This design comes from an exercise in tuning for small area, a short achievable clock period and few clock cycles per item on the open sky130 flow, not from production work. The RTL was checked by simulation tests, not by an equivalence proof against the original design. No activity file was given, so power comes from the tool's default toggle rates.

==> run a <==
// ds_twr_time_of_flight
module ds_twr_time_of_flight (
  input  logic         clk_i,
  input  logic         rst_ni,
  input  logic         in_valid_i,
  output logic         in_ready_o,
  input  logic [191:0] in_data_i,
  output logic         out_valid_o,
  input  logic         out_ready_i,
  output logic [50:0]  out_data_o
);
==> flow/config.mk <==
export PLATFORM = sky130hd
export DESIGN_NAME = ds_twr_time_of_flight
export DESIGN_NICKNAME = ds_twr_time_of_flight
export VERILOG_FILES = /design/flow/design.v
export SDC_FILE = /design/flow/constraint.sdc
export NUM_CORES = 4
export LEC_CHECK = 0
export CAP_MARGIN = 20
export CORE_MARGIN = 2
export CORE_UTILIZATION = 40
export SLEW_MARGIN = 20
==> flow/constraint.sdc <==
create_clock -name core_clock -period 11.0 [get_ports {clk_i}]
set_input_delay 2.2000 -clock core_clock [delete_from_list [all_inputs] [get_ports {clk_i}]]
set_output_delay 2.2000 -clock core_clock [all_outputs]
set_load 0.01 [all_outputs]
standard.sh (not shown) runs the stock make flow with config.mk's settings and CLKGATE_MAP_FILE= SYNTH_SCRIPT=/design/flow/synth_recipe.tcl, a recipe that flattens the netlist after the stock synthesis.
==> flow/flow/run.sh <==
#!/bin/bash
set -euo pipefail
bash standard.sh SETUP_SLACK_MARGIN=7.0 finish > standard_flow.log 2>&1
==> run b: changes against run a <==
==> flow/flow/run.sh (replaced) <==
#!/bin/bash
set -euo pipefail
bash standard.sh SETUP_SLACK_MARGIN=6.0 finish > standard_flow.log 2>&1
CORE_UTILIZATION = 45   (was 40)
==> comparison <==
Run b produced a clean layout. Run a completed without violations. In synthesized area, run b and run a do not differ. Against run b, the hold slack of run a is worse by 70 ps. In run b the design area is smaller than in run a, by about 6%. Between run a and run b, the lower sequential share of layout area is in run a (gap 2.3 points). Of run b and run a, run b has the higher fmax (gap about 0.8%, measured against run a). Between run b and run a, the lower utilization is in run a (gap 2.5 points). Between run a and run b, the lower critical path depth is in run b (gap 3). Of run b and run a, run b has the higher register-to-register slack (gap 40 ps). Between run b and run a, the lower power is in run b (gap 2.0%, measured against run a). In run b the clock power is smaller than in run a, by about 3%.
Testbench counts of run a, summed over its fixed seeds: cycles 1,896, items 1,600.
Testbench counts of run b, summed over its fixed seeds: cycles 1,896, items 1,600.

* * *

==> run X: inputs <==
Another version of the RTL of ds_twr_time_of_flight (not shown whole).
==> module dstwr_back, before the edit <==
module dstwr_back (
  input  logic                          clk_i,
  input  logic                          rst_ni,
  output logic                          front_adv_o,
  input  logic                          valid_i,
  input  logic [63:0]                   mag_i,
  input  logic                          neg_i,
  input  logic [33:0]                   sum_i,
  input  logic                          room_next_i,
  output logic                          push_o,
  output logic [dstwr_pkg::ResultW-1:0] res_o
);
  localparam int NS = dstwr_pkg::DivStages;
  localparam int SP = dstwr_pkg::StepsPerStage;
  logic [33:0] rem [NS+1];    
  logic [31:0] nq  [NS+1];    
  logic [33:0] dv  [NS+1];    
  logic        ng  [NS+1];
  logic        vl  [NS+1];
  logic        mk  [NS+1];    
  logic recirc_q, blocked_q, stop_q;
  logic leave, recirc_d, blocked_d, mark_in;
  logic zero_end;
  assign leave     = vl[NS] && !recirc_q;
  assign mark_in   = recirc_q && (mk[NS] || !blocked_q);
  assign blocked_d = (recirc_q && !blocked_q) ? 1'b1 :
                     (leave && mk[NS])        ? 1'b0 : blocked_q;
  assign recirc_d  = vl[NS-1] && !(room_next_i && (!blocked_d || mk[NS-1]));
  always_ff @(posedge clk_i or negedge rst_ni) begin
    if (!rst_ni) begin
      recirc_q  <= 1'b0;
      blocked_q <= 1'b0;
      stop_q    <= 1'b0;
    end else begin
      recirc_q  <= recirc_d;
      blocked_q <= blocked_d;
      stop_q    <= recirc_d || blocked_d;
    end
  end
  assign front_adv_o = !stop_q;
  assign rem[0] = recirc_q ? 34'd0 : mag_i[63:32];
  assign nq[0]  = recirc_q ? nq[NS] : mag_i[31:0];
  assign dv[0]  = recirc_q ? {33'd0, !zero_end} : sum_i;
  assign ng[0]  = recirc_q ? ng[NS] : neg_i;
  assign vl[0]  = recirc_q || (valid_i && !stop_q);
  assign mk[0]  = mark_in;
  for (genvar k = 0; k < NS; k++) begin : g_stage
    logic [33:0] r   [SP+1];
    logic [31:0] q   [SP+1];
    assign r[0] = rem[k];
    assign q[0] = nq[k];
    for (genvar s = 0; s < SP; s++) begin : g_step
      logic [34:0] sh;
      logic [35:0] df;
      assign sh = {r[s], q[s][31]};
      assign df = {1'b0, sh} - {2'b00, dv[k]};
      assign r[s+1] = df[35] ? sh[33:0] : df[33:0];
      assign q[s+1] = {q[s][30:0], ~df[35]};
    end
    logic        v_q;
    logic [33:0] r_q;
    logic [31:0] q_q;
    logic [33:0] d_q;
    logic        n_q;
    logic        m_q;
    always_ff @(posedge clk_i or negedge rst_ni) begin
      if (!rst_ni) v_q <= 1'b0;
      else v_q <= vl[k];
    end
    always_ff @(posedge clk_i) begin
      q_q <= q[SP];
      n_q <= ng[k];
      m_q <= mk[k];
    end
    if (k < NS - 1) begin : g_mid
      always_ff @(posedge clk_i) begin
        r_q <= r[SP];
        d_q <= dv[k];
      end
    end else begin : g_last
      logic z_q;
      always_ff @(posedge clk_i) begin
        z_q <= (dv[k] == 34'd0);
      end
      assign r_q = '0;
      assign d_q = {33'd0, ~z_q};
    end
    assign rem[k+1] = r_q;
    assign nq[k+1]  = q_q;
    assign dv[k+1]  = d_q;
    assign ng[k+1]  = n_q;
    assign vl[k+1]  = v_q;
    assign mk[k+1]  = m_q;
  end
  logic [31:0] q;
  logic [32:0] mag33;
  logic [32:0] ticks;
  logic        clipped;
  logic [33:0] scaled;
  logic [15:0] dist_cm;
  assign q        = nq[NS];
  assign zero_end = ~dv[NS][0];
  assign mag33    = {1'b0, q};
  assign ticks    = ng[NS] ? (33'd0 - mag33) : mag33;
  assign clipped = (q > dstwr_pkg::QNoClipMax);
  assign scaled  = ({16'd0, q[17:0]} << 15) - ({16'd0, q[17:0]} << 11)
                 + ({16'd0, q[17:0]} << 5) - ({16'd0, q[17:0]} << 3);
  assign dist_cm = clipped ? dstwr_pkg::DistMax : scaled[31:16];
  assign push_o = leave;
  assign res_o  = zero_end ? {{(dstwr_pkg::ResultW-1){1'b0}}, 1'b1}
                           : {ticks, dist_cm, clipped, 1'b0};
endmodule
Settings: LEC_CHECK=0, CAP_MARGIN=20, CORE_MARGIN=2, CORE_UTILIZATION=50, SLEW_MARGIN=20; clock period 11.0 ns.
==> flow/flow/run.sh <==
#!/bin/bash
set -euo pipefail
bash standard.sh SETUP_SLACK_MARGIN=6.5 finish > standard_flow.log 2>&1
==> inputs of run Y, as changes to run X <==
--- a/flow/design.v
+++ b/flow/design.v
@@ -3771,7 +3771,7 @@
 );
   localparam int NS = dstwr_pkg::DivStages;
   localparam int SP = dstwr_pkg::StepsPerStage;
-  logic [33:0] rem [NS+1];    
+  logic [34:0] rem [NS+1];    
   logic [31:0] nq  [NS+1];    
   logic [33:0] dv  [NS+1];    
   logic        ng  [NS+1];
@@ -3797,27 +3797,29 @@
     end
   end
   assign front_adv_o = !stop_q;
-  assign rem[0] = recirc_q ? 34'd0 : mag_i[63:32];
+  assign rem[0] = recirc_q ? 35'd0 : {3'b000, mag_i[63:32]};
   assign nq[0]  = recirc_q ? nq[NS] : mag_i[31:0];
   assign dv[0]  = recirc_q ? {33'd0, !zero_end} : sum_i;
   assign ng[0]  = recirc_q ? ng[NS] : neg_i;
   assign vl[0]  = recirc_q || (valid_i && !stop_q);
   assign mk[0]  = mark_in;
   for (genvar k = 0; k < NS; k++) begin : g_stage
-    logic [33:0] r   [SP+1];
+    logic [34:0] r   [SP+1];
     logic [31:0] q   [SP+1];
     assign r[0] = rem[k];
     assign q[0] = nq[k];
     for (genvar s = 0; s < SP; s++) begin : g_step
-      logic [34:0] sh;
-      logic [35:0] df;
+      logic [35:0] sh;
+      logic [35:0] dx;
+      logic [35:0] nx;
       assign sh = {r[s], q[s][31]};
-      assign df = {1'b0, sh} - {2'b00, dv[k]};
-      assign r[s+1] = df[35] ? sh[33:0] : df[33:0];
-      assign q[s+1] = {q[s][30:0], ~df[35]};
+      assign dx = {2'b00, dv[k]} ^ {36{~r[s][34]}};
+      assign nx = sh + dx + {35'd0, ~r[s][34]};
+      assign r[s+1] = nx[34:0];
+      assign q[s+1] = {q[s][30:0], ~nx[35]};
     end
     logic        v_q;
-    logic [33:0] r_q;
+    logic [34:0] r_q;
     logic [31:0] q_q;
     logic [33:0] d_q;
     logic        n_q;
- CORE_UTILIZATION: 50 -> 45
==> comparison table <==
item	run X	run Y
TritonCTS buffer count	431	428
Number of clock-tree buffers in the layout	563	589
Worst-case headroom to the max-slew limit	0.102	0.0896
Internal power	48.1 mW	55.3 mW
Core Util, Final	0.574	0.517
Clock sink count	4,074	4,105
Reg2Reg Setup Slack	6.03 ns	5.64 ns
Number of global-route vias before repair	160,700	152,412
Via Count	163,074	155,825
Maximum number of pins on one net before global-route repair	86	132
Ant diodes	94	60
Flip-flop and latch count	4,074	4,105
TAP cells	5,904	6,450
Post CTS Setup Buffer Count	184	115
Met1 Resource Use GR	0.346	0.312
Length of routed met2 wiring	301,000 um	282,000 um
Result of the run	timing/DRC/antenna clean	timing/DRC/antenna clean
Number of cells in the finished layout apart from fillers	28,720	28,062
Total global-route track usage	0.289	0.252
Testbench counts of run X, summed over its fixed seeds: cycles 1,896, items 1,600.
Testbench counts of run Y, summed over its fixed seeds: cycles 1,896, items 1,600.

[port drivers added, routing unchanged]
No port has a modelled driver above. Below, the same layouts with a new extraction and two added sets of constraints.
Step 1 (the two cells are an assumption about what drives the block):
set clk [get_ports {clk_i}]
set_driving_cell -lib_cell sky130_fd_sc_hd__clkbuf_16 $clk
set_driving_cell -lib_cell sky130_fd_sc_hd__buf_2 [delete_from_list [all_inputs] $clk]
Step 2 moves the port delays by t, midway between the first and last clock arrival at a register: inputs arrive t later, outputs are due t later. That takes back most of the time a late clock gives input paths.
a / b / c = no drivers / after step 1 / after step 2; a / b = the first two.
run | shift t [ns] | slack for setup (ns) | worst setup path at the end | worst data-port slew with drivers (ns) | pins driven straight from the clock port
run a | 1.136 | 5.947 / 5.947 / 5.630 | input to register | 0.11 | 1
run b | 1.095 | 5.989 / 5.989 / 5.117 | input to register | 0.07 | 1
run X | 1.095 | 6.032 / 6.032 / 5.570 | input to register | 0.10 | 1
run Y | 1.100 | 5.641 / 5.641 / 5.577 | input to register | 0.10 | 1
After both steps every run listed still meets setup and hold. For run b, which loses most, drivers alone change the setup slack by 0.000 ns; drivers and shift together by -0.872 ns.
